Background: an optimization exercise with open tools, aiming at small area and a short achievable clock period. Do not read the settings as production practice. Function was checked by simulation only, so behaviour that the tests miss may differ from the original. Power figures rest on the tool's default switching activity, not on a simulated workload.

### flow/run.sh
#!/bin/bash
# synth_recipe.tcl (not shown) runs the flow's synth.tcl, then flattens the netlist and writes it again
# the make line also repeats each setting of config.mk as NAME=value (left out here)
make -C /OpenROAD-flow-scripts/flow DESIGN_CONFIG=/design/flow/config.mk WORK_HOME=/design/flow/orfs CLKGATE_MAP_FILE= SYNTH_SCRIPT=/design/flow/synth_recipe.tcl finish
### flow/constraint.sdc
create_clock -name core_clock -period 7.0 [get_ports {clk}]
set_input_delay 1.4000 -clock core_clock [delete_from_list [all_inputs] [get_ports {clk}]]
set_output_delay 1.4000 -clock core_clock [all_outputs]
set_load 0.01 [all_outputs]
### flow/design.v
package drive_pkg;
    localparam int OP_W       = 2;
    localparam int ENV_ADDR_W = 6;    
    localparam int LEN_W      = 4;    
    localparam int PHASE_W    = 8;    
    localparam int INST_W     = 12;
    localparam int PC_W       = 5;    
    localparam int AMP_W      = 8;
    localparam int IQ_SUM_W   = 10;   
    localparam int MAX_BANK   = 4;
    typedef enum logic [OP_W-1:0] {
        OP_NOP  = 2'd0,
        OP_PLAY = 2'd1,
        OP_RZ   = 2'd2
    } opcode_t;
    localparam int OP_LSB   = INST_W - OP_W;
    localparam int ADDR_LSB = LEN_W;
endpackage
`timescale 1ns/1ps
import drive_pkg::*;
module drive_inst_fetch #(
    parameter int NUM_BANK = 2
) (
    input  logic                                    clk,
    input  logic                                    rst_i,
    input  logic                                    update_pc_i,
    input  logic [NUM_BANK-1:0]                     bank_wr_sel_i,
    input  logic                                    inst_wr_en_i,
    input  logic [drive_pkg::PC_W-1:0]              inst_wr_addr_i,
    input  logic [drive_pkg::INST_W-1:0]            inst_wr_data_i,
    output logic                                    inst_valid_o,
    output logic [NUM_BANK*drive_pkg::INST_W-1:0]   inst_o
);
    localparam int LIST_DEPTH = 1 << PC_W;
    logic [PC_W-1:0] pc_q;
    always_ff @(posedge clk) begin
        if (rst_i) begin
            pc_q         <= '0;
            inst_valid_o <= 1'b0;
        end else begin
            inst_valid_o <= update_pc_i;
            if (update_pc_i) begin
                pc_q <= pc_q + 1'b1;  
            end
        end
    end
    genvar b;
    generate
        for (b = 0; b < NUM_BANK; b++) begin : g_list
            logic [INST_W-1:0] list_mem [LIST_DEPTH];
            logic [INST_W-1:0] inst_q;
            always_ff @(posedge clk) begin
                if (inst_wr_en_i && bank_wr_sel_i[b]) begin
                    list_mem[inst_wr_addr_i] <= inst_wr_data_i;
                end
                if (update_pc_i) begin
                    inst_q <= list_mem[pc_q];  
                end
            end
            assign inst_o[b*INST_W +: INST_W] = inst_q;
        end
    endgenerate
endmodule
`timescale 1ns/1ps
import drive_pkg::*;
module drive_sequencer (
    input  logic                                clk,
    input  logic                                rst_i,
    input  logic                                inst_valid_i,
    input  logic [drive_pkg::INST_W-1:0]        inst_i,
    output logic                                busy_o,
    output logic                                rd_valid_o,
    output logic [drive_pkg::ENV_ADDR_W-1:0]    rd_addr_o,
    output logic [1:0]                          quadrant_o
);
    logic [OP_W-1:0]        op;
    logic [ENV_ADDR_W-1:0]  play_addr;
    logic [LEN_W-1:0]       play_len;
    logic [PHASE_W-1:0]     rz_imm;
    logic                   is_play;
    logic                   is_rz;
    logic                   start_play;
    logic                   do_rz;
    logic                   busy_q;
    logic [LEN_W-1:0]       remain_q;
    logic [ENV_ADDR_W-1:0]  addr_q;
    logic [1:0]             quad_q;
    logic [PHASE_W-1:0]     phase_q;
    assign op        = inst_i[OP_LSB +: OP_W];
    assign play_addr = inst_i[ADDR_LSB +: ENV_ADDR_W];
    assign play_len  = inst_i[LEN_W-1:0];
    assign rz_imm    = inst_i[PHASE_W-1:0];
    always_comb begin
        is_play = 1'b0;
        is_rz   = 1'b0;
        case (op)
            OP_PLAY: is_play = inst_valid_i;
            OP_RZ:   is_rz   = inst_valid_i;
            default: ;  
        endcase
    end
    assign start_play = is_play & ~busy_q;
    assign do_rz      = is_rz & ~busy_q;
    always_ff @(posedge clk) begin
        if (rst_i) begin
            phase_q <= '0;
        end else if (do_rz) begin
            phase_q <= phase_q + rz_imm;  
        end
    end
    always_ff @(posedge clk) begin
        if (rst_i) begin
            busy_q   <= 1'b0;
            remain_q <= '0;
        end else if (busy_q) begin
            if (remain_q == '0) begin
                busy_q <= 1'b0;  
            end else begin
                remain_q <= remain_q - 1'b1;
            end
        end else if (start_play) begin
            busy_q   <= 1'b1;
            remain_q <= play_len;
        end
    end
    always_ff @(posedge clk) begin
        if (busy_q) begin
            addr_q <= addr_q + 1'b1;
        end else if (start_play) begin
            addr_q <= play_addr;
            quad_q <= phase_q[PHASE_W-1 -: 2];
        end
    end
    assign busy_o     = busy_q;
    assign rd_valid_o = busy_q;  
    assign rd_addr_o  = addr_q;
    assign quadrant_o = quad_q;
endmodule
`timescale 1ns/1ps
import drive_pkg::*;
module drive_iq_modulator (
    input  logic                                clk,
    input  logic                                rst_i,
    input  logic                                env_wr_en_i,
    input  logic [drive_pkg::ENV_ADDR_W-1:0]    env_wr_addr_i,
    input  logic [drive_pkg::AMP_W-1:0]         env_wr_data_i,
    input  logic                                rd_valid_i,
    input  logic [drive_pkg::ENV_ADDR_W-1:0]    rd_addr_i,
    input  logic [1:0]                          quadrant_i,
    output logic                                valid_o,
    output logic [drive_pkg::AMP_W-1:0]         i_o,
    output logic [drive_pkg::AMP_W-1:0]         q_o
);
    localparam int ENV_DEPTH = 1 << ENV_ADDR_W;
    logic [AMP_W-1:0] env_mem [ENV_DEPTH];
    logic [AMP_W-1:0] sample;
    always_ff @(posedge clk) begin
        if (env_wr_en_i) begin
            env_mem[env_wr_addr_i] <= env_wr_data_i;
        end
    end
    assign sample = env_mem[rd_addr_i];
    always_ff @(posedge clk) begin
        if (rst_i) begin
            valid_o <= 1'b0;
            i_o     <= '0;
            q_o     <= '0;
        end else begin
            valid_o <= rd_valid_i;
            i_o     <= '0;
            q_o     <= '0;
            if (rd_valid_i) begin
                case (quadrant_i)
                    2'd0: i_o <= sample;        
                    2'd1: q_o <= sample;        
                    2'd2: i_o <= -sample;       
                    default: q_o <= -sample;    
                endcase
            end
        end
    end
endmodule
`timescale 1ns/1ps
import drive_pkg::*;
module drive_bank_sum #(
    parameter int NUM_BANK = 2
) (
    input  logic                                    clk,
    input  logic                                    rst_i,
    input  logic [NUM_BANK-1:0]                     lane_valid_i,
    input  logic [NUM_BANK*drive_pkg::AMP_W-1:0]    lane_i_i,
    input  logic [NUM_BANK*drive_pkg::AMP_W-1:0]    lane_q_i,
    output logic                                    valid_o,
    output logic [drive_pkg::IQ_SUM_W-1:0]          i_o,
    output logic [drive_pkg::IQ_SUM_W-1:0]          q_o
);
    logic signed [IQ_SUM_W-1:0] i_acc;
    logic signed [IQ_SUM_W-1:0] q_acc;
    generate
        if (NUM_BANK < 1 || NUM_BANK > MAX_BANK) begin : g_bank_check
            $error("drive_bank_sum: NUM_BANK out of range");
        end
    endgenerate
    always_comb begin
        logic signed [AMP_W-1:0] li;
        logic signed [AMP_W-1:0] lq;
        i_acc = '0;
        q_acc = '0;
        for (int b = 0; b < NUM_BANK; b++) begin
            li = lane_i_i[b*AMP_W +: AMP_W];
            lq = lane_q_i[b*AMP_W +: AMP_W];
            if (lane_valid_i[b]) begin
                i_acc = i_acc + li;  
                q_acc = q_acc + lq;
            end
        end
    end
    always_ff @(posedge clk) begin
        if (rst_i) begin
            valid_o <= 1'b0;
            i_o     <= '0;
            q_o     <= '0;
        end else begin
            valid_o <= |lane_valid_i;
            i_o     <= i_acc;
            q_o     <= q_acc;
        end
    end
endmodule
`timescale 1ns/1ps
import drive_pkg::*;
module drive_datapath #(
    parameter int NUM_BANK = 4
) (
    input  logic                                clk,
    input  logic                                rst_i,
    input  logic                                update_pc_i,
    input  logic [NUM_BANK-1:0]                 bank_wr_sel_i,
    input  logic                                inst_wr_en_i,
    input  logic [drive_pkg::PC_W-1:0]          inst_wr_addr_i,
    input  logic [drive_pkg::INST_W-1:0]        inst_wr_data_i,
    input  logic                                env_wr_en_i,
    input  logic [drive_pkg::ENV_ADDR_W-1:0]    env_wr_addr_i,
    input  logic [drive_pkg::AMP_W-1:0]         env_wr_data_i,
    output logic [NUM_BANK-1:0]                 bank_busy_o,
    output logic                                valid_o,
    output logic [drive_pkg::IQ_SUM_W-1:0]      i_o,
    output logic [drive_pkg::IQ_SUM_W-1:0]      q_o
);
    logic                       inst_valid;
    logic [NUM_BANK*INST_W-1:0] inst;
    logic [NUM_BANK-1:0]        lane_valid;
    logic [NUM_BANK*AMP_W-1:0]  lane_i;
    logic [NUM_BANK*AMP_W-1:0]  lane_q;
    drive_inst_fetch #(
        .NUM_BANK(NUM_BANK)
    ) u_fetch (
        .clk(clk),
        .rst_i(rst_i),
        .update_pc_i(update_pc_i),
        .bank_wr_sel_i(bank_wr_sel_i),
        .inst_wr_en_i(inst_wr_en_i),
        .inst_wr_addr_i(inst_wr_addr_i),
        .inst_wr_data_i(inst_wr_data_i),
        .inst_valid_o(inst_valid),
        .inst_o(inst)
    );
    genvar b;
    generate
        for (b = 0; b < NUM_BANK; b++) begin : g_bank
            logic                   rd_valid;
            logic [ENV_ADDR_W-1:0]  rd_addr;
            logic [1:0]             quadrant;
            logic                   env_wr_en;
            assign env_wr_en = env_wr_en_i & bank_wr_sel_i[b];
            drive_sequencer u_seq (
                .clk(clk),
                .rst_i(rst_i),
                .inst_valid_i(inst_valid),
                .inst_i(inst[b*INST_W +: INST_W]),
                .busy_o(bank_busy_o[b]),
                .rd_valid_o(rd_valid),
                .rd_addr_o(rd_addr),
                .quadrant_o(quadrant)
            );
            drive_iq_modulator u_mod (
                .clk(clk),
                .rst_i(rst_i),
                .env_wr_en_i(env_wr_en),
                .env_wr_addr_i(env_wr_addr_i),
                .env_wr_data_i(env_wr_data_i),
                .rd_valid_i(rd_valid),
                .rd_addr_i(rd_addr),
                .quadrant_i(quadrant),
                .valid_o(lane_valid[b]),
                .i_o(lane_i[b*AMP_W +: AMP_W]),
                .q_o(lane_q[b*AMP_W +: AMP_W])
            );
        end
    endgenerate
    drive_bank_sum #(
        .NUM_BANK(NUM_BANK)
    ) u_sum (
        .clk(clk),
        .rst_i(rst_i),
        .lane_valid_i(lane_valid),
        .lane_i_i(lane_i),
        .lane_q_i(lane_q),
        .valid_o(valid_o),
        .i_o(i_o),
        .q_o(q_o)
    );
endmodule
### flow/config.mk
export PLATFORM = sky130hd
export DESIGN_NAME = drive_datapath
export DESIGN_NICKNAME = drive_datapath
export VERILOG_FILES = /design/flow/design.v
export SDC_FILE = /design/flow/constraint.sdc
export NUM_CORES = 4
export LEC_CHECK = 0
export CAP_MARGIN = 20
export CORE_MARGIN = 2
export CORE_UTILIZATION = 40
export SLEW_MARGIN = 20
==> summary.txt <==
[synthesized netlist by cell type (5+ instances only)]
master | n | share of area, %
nand4_1 | 7 | 0.029
a311oi_1 | 6 | 0.035
o22ai_1 | 27 | 0.11
a22o_1 | 25 | 0.14
and3b_1 | 11 | 0.064
nor3_1 | 37 | 0.12
mux2i_1 | 112 | 0.74
dfxtp_1 | 171 | 2.3
nand2_1 | 237 | 0.59
a32oi_1 | 5 | 0.029
nor2_1 | 596 | 1.5
a211o_1 | 6 | 0.035
buf_2 | 58 | 0.19
a21oi_1 | 110 | 0.36
a21o_1 | 27 | 0.13
nor2b_1 | 54 | 0.22
or2_2 | 10 | 0.041
inv_1 | 95 | 0.24
o221ai_1 | 6 | 0.035
o21a_1 | 7 | 0.035
a31oi_1 | 10 | 0.041
nor4bb_1 | 6 | 0.040
edfxtp_1 | 3664 | 73
o21ai_0 | 51 | 0.17
fa_1 | 10 | 0.13
nor3b_1 | 18 | 0.089
xor2_1 | 37 | 0.21
mux4_2 | 1020 | 15
xnor2_1 | 55 | 0.32
buf_6 | 11 | 0.082
a211oi_1 | 17 | 0.084
and3_1 | 6 | 0.025
o31ai_1 | 6 | 0.030
a22oi_1 | 79 | 0.39
buf_1 | 66 | 0.16
and2_1 | 26 | 0.11
ha_1 | 95 | 0.79
clkbuf_1 | 220 | 0.55
nand3_1 | 33 | 0.11
mux2_2 | 103 | 0.77
o21bai_1 | 21 | 0.10
a221oi_1 | 25 | 0.14
buf_4 | 22 | 0.11
nand2b_1 | 46 | 0.19
[report_power, final]
group	switching (W)	internal [W]	total, W	leakage (nW)
sequential	0.000234	0.0253	0.0255	34.4
combinational	0.00204	0.00140	0.00343	12.7
clock	0.00852	0.0117	0.0202	5.98
[logic make-up (layout without fill, tap and decap cells)]
| family | Yosys count | after routing | share of synthesized area, % |
|---|---|---|---|
| AOI/OAI and AO/OA | 470 | 470 | 2.16 |
| buffers and inverters | 475 | 1045 | 1.35 |
| other | 0 | 18 | 0 |
| adders and majority gates | 106 | 106 | 0.926 |
| and+or+nand+nor | 1102 | 1102 | 3.19 |
| DFF | 3835 | 3835 | 75.1 |
| muxes | 1235 | 1235 | 16.7 |
| xor gates and xnor gates | 94 | 94 | 0.564 |
[flip-flops by register name, summed over array words and instances, names as in the netlist, 5 cells and up, named ones only]
register,count
g_bank.u_mod.env_mem,2048
g_bank.u_mod.i_o,32
g_bank.u_mod.q_o,32
g_bank.u_seq.addr_q,24
g_bank.u_seq.phase_q,32
g_bank.u_seq.quad_q,8
g_bank.u_seq.remain_q,16
u_fetch.g_list.inst_q,48
u_fetch.g_list.list_mem,1536
u_fetch.pc_q,5
u_sum.i_o,10
u_sum.q_o,10
[through the flow]
step           setup WS, ns  total power [W]
6_report               1.58           0.0492
5_1_grt                1.09           0.0506
4_1_cts                1.60           0.0495
3_5_place_dp           1.62           0.0295
3_3_place_gp           1.49           0.0294
2_1_floorplan          2.01           0.0280
[critical path: cells and delay by family (launching register included)]
kind	cells	cell delay, ns
AO/OA/AOI/OAI	6	1.52
AND/OR/NAND/NOR	8	1.30
adder cells (fa/ha/maj)	4	1.03
flip-flops	1	0.65
XOR/XNOR	3	0.52
multiplexers	1	0.27
buffers and inverters	1	0.06
[metal layers]
layer,track usage [%],vias up
li1,-,30600
met1,28.0,39400
met2,30.9,2890
met3,3.64,571
met4,5.46,14
met5,0,-
[worst max path at each step]
| stage | depth (start not counted) | slack (ns) | start | to |
|---|---|---|---|---|
| detailed placement | 23 | 1.62 | g_bank[0].u_mod.valid_o | u_sum.i_o[9] |
| global placement | 23 | 1.49 | g_bank[0].u_mod.valid_o | u_sum.i_o[9] |
| floorplan | 25 | 2.01 | g_bank[0].u_mod.valid_o | u_sum.i_o[9] |
| CTS | 23 | 1.60 | g_bank[0].u_mod.valid_o | u_sum.i_o[9] |
| global route | 23 | 1.09 | g_bank[0].u_mod.valid_o | u_sum.i_o[9] |
| finish | 23 | 1.58 | g_bank[0].u_mod.valid_o | u_sum.i_o[9] |
[cell type report]
type                       instances  share of cell area (%)
sequential                      3835                    66.5
multi-input combinational       3007                    21.0
clock buffer                     486                    5.97
tap                             4994                    3.66
timing repair buffer             270                    1.45
clock inverter                   192                    1.19
inverter                          97                   0.213
antenna                           18                  0.0264
==> impl_metrics.yaml <==
setup_path:
  path_common_cell: "ha_1"
  required_ns: 7.82
  cp_slowest_stage_delay_ns: 0.65
  worstPathArrival_ns: 6.24
  timing.rr.start: "g_bank[0].u_mod.valid_o"
  cp_max_fo: 20
  rr_worst_depth: 23
  slowest_stage: "dfxtp_1"
  r2r-end: "u_sum.i_o[9]"
  worst-setup-path-type: "flip-flop to flip-flop"
  cp-end-kind: "flip-flop"
  start_kind: "flip-flop"
  path_cells: "and2_1 -> ha_1 -> inv_1 -> fa_1 -> nand2b_1 -> and3b_1 -> o31ai_1 -> a21oi_1 -> xnor2_1 -> mux2_2 -> ha_1 -> a2111oi_0 -> nor3_1 -> xnor2_1 -> nand2_1 -> and2_1 -> ha_1 -> nor3_1 -> o21ai_0 -> a211o_1 -> a31oi_1 -> xnor3_1 -> nor2_1"
  rrSetupSlack_ns: 1.58
route:
  post_drt_wl_per_cell_um: 29.5
  drtPass1Iterations: 10
  viasPerCell: 5.69
  vias: 73400
  drc: 0
  ant_nets: 0
  wl_met3_mm: 29.5
  highest_layer: "met5"
  met2RoutedLength_mm: 179
  wirelength_mm: 380
  wl_met1_mm: 160
  first_iter_violations: 8544
final_layout:
  final_common_cell: "edfxtp_1"
  nNetsFinal: 7729
  final_design_area_no_fill_um2: 171000
  area_delta_synth_final_pct: 12.9
  drive_gt1_share_pct: 25.2
  seqCellArea_um2: 113000
  most-common-layout-cells: "edfxtp_1, mux4_2, nor2_1"
  fillCellCount: 31400
  fin_util_pct: 45.4
  stdcell_count: 12900
  multiInputGateArea_um2: 35800
floorplan:
  dieArea_um2: 383000
  pin_count: 65
  rows: 225
  initial_core_util_pct: 40.2
  core_um2: 376000
  die_h_um: 619
  die_x_um: 619
clock_network:
  htree_levels: 5
  cts-resized-gates: 0
  clkTransAtPathRegs_ns: 0.06
  cts_tree: "built"
  cts_made_buffers: 373
  cts.sinks: 3835
  hold_buffers: 0
  cts.path.max_buffers: 4
  postCtsSetupRepairBufs: 0
  root_buffer: "clkbuf_16"
  clock_latency_ns: 0.89
hold_path:
  min_path_type: "flip-flop to flip-flop"
  hp-start: "g_bank[1].u_seq.phase_q[7]"
  holdPathStages: 0
  hold_path_end: "g_bank[1].u_seq.quad_q[1]"
global_route:
  grt_pass1_vias: 73300
  antenna_found_initial: 19
  track_usage_pct: 19.6
  grt_max_degree: 193
  grt_overflow: 0
  grt_pass1_wl_mm: 543
timing:
  tns_ns: 0
  period_needed_ns: 5.42
  holdWs_ns: 0.456
  hold_violations: 0
  fin_crit_sh_pct: 77.4
  tightest_slew_ns: 1.26
  finalClockSkew_ns: 0.0490
  maxSlewHeadroom_pct: 16.0
  fmax_mhz: 185
  slew_viol_final: 0
  setup_viol: 0
  rsz0062_at_grt: "false"
run:
  cap_violations: 0
synthesis:
  synth_area_per_cell_um2: 20.6
  synth-edff-count: 3664
  synth_seq_cells: 3835
  synth_seq_area_share_pct: 75.1
  yosysUniqueCellTypes: 80
  synth_cells: 7317
  synth_ff_type: "edfxtp_1"
  async_reset_ff_share_pct: 0
  syn-num-nets: 7462
  mappedNetlistArea_um2: 151000
  yosysWarningCount: 4
pwr:
  peakVddDrop_v: 0.000237
  leakagePower_nw: 53.1
  power_density_nw_per_um2: 289
placed_design:
  dp_cells: 12200
  place_congestion: 0.845
  io_buffers: 64
  place_area_um2: 158000
  dpl.hpwl_mm: 232
outcome:
  outcome: "finished clean"

-- what the ideal ports hide --
In the flow no input, the clock included, has a driving cell. The finished layout below was timed again as built, in two steps.
Step 1 sets driving cells, clkbuf_16 on the clock port and buf_2 on the other inputs (assumed; they add their load-dependent delay and slew).
Step 2 moves the port delays by t, midway between the first and last clock arrival at a register: inputs arrive t later, outputs are due t later. That takes back most of the time a late clock gives input paths.
Three values: ideal, step 1, step 2; two values: the first two.
t (ns): 0.974
slack for setup (ns): 1.580 / 1.580 / 1.580
worst setup path after step 2: register to register
After both steps this run still meets setup and hold. The setup slack of this run moves by 0.000 ns with the drivers and by 0.000 ns with both steps.
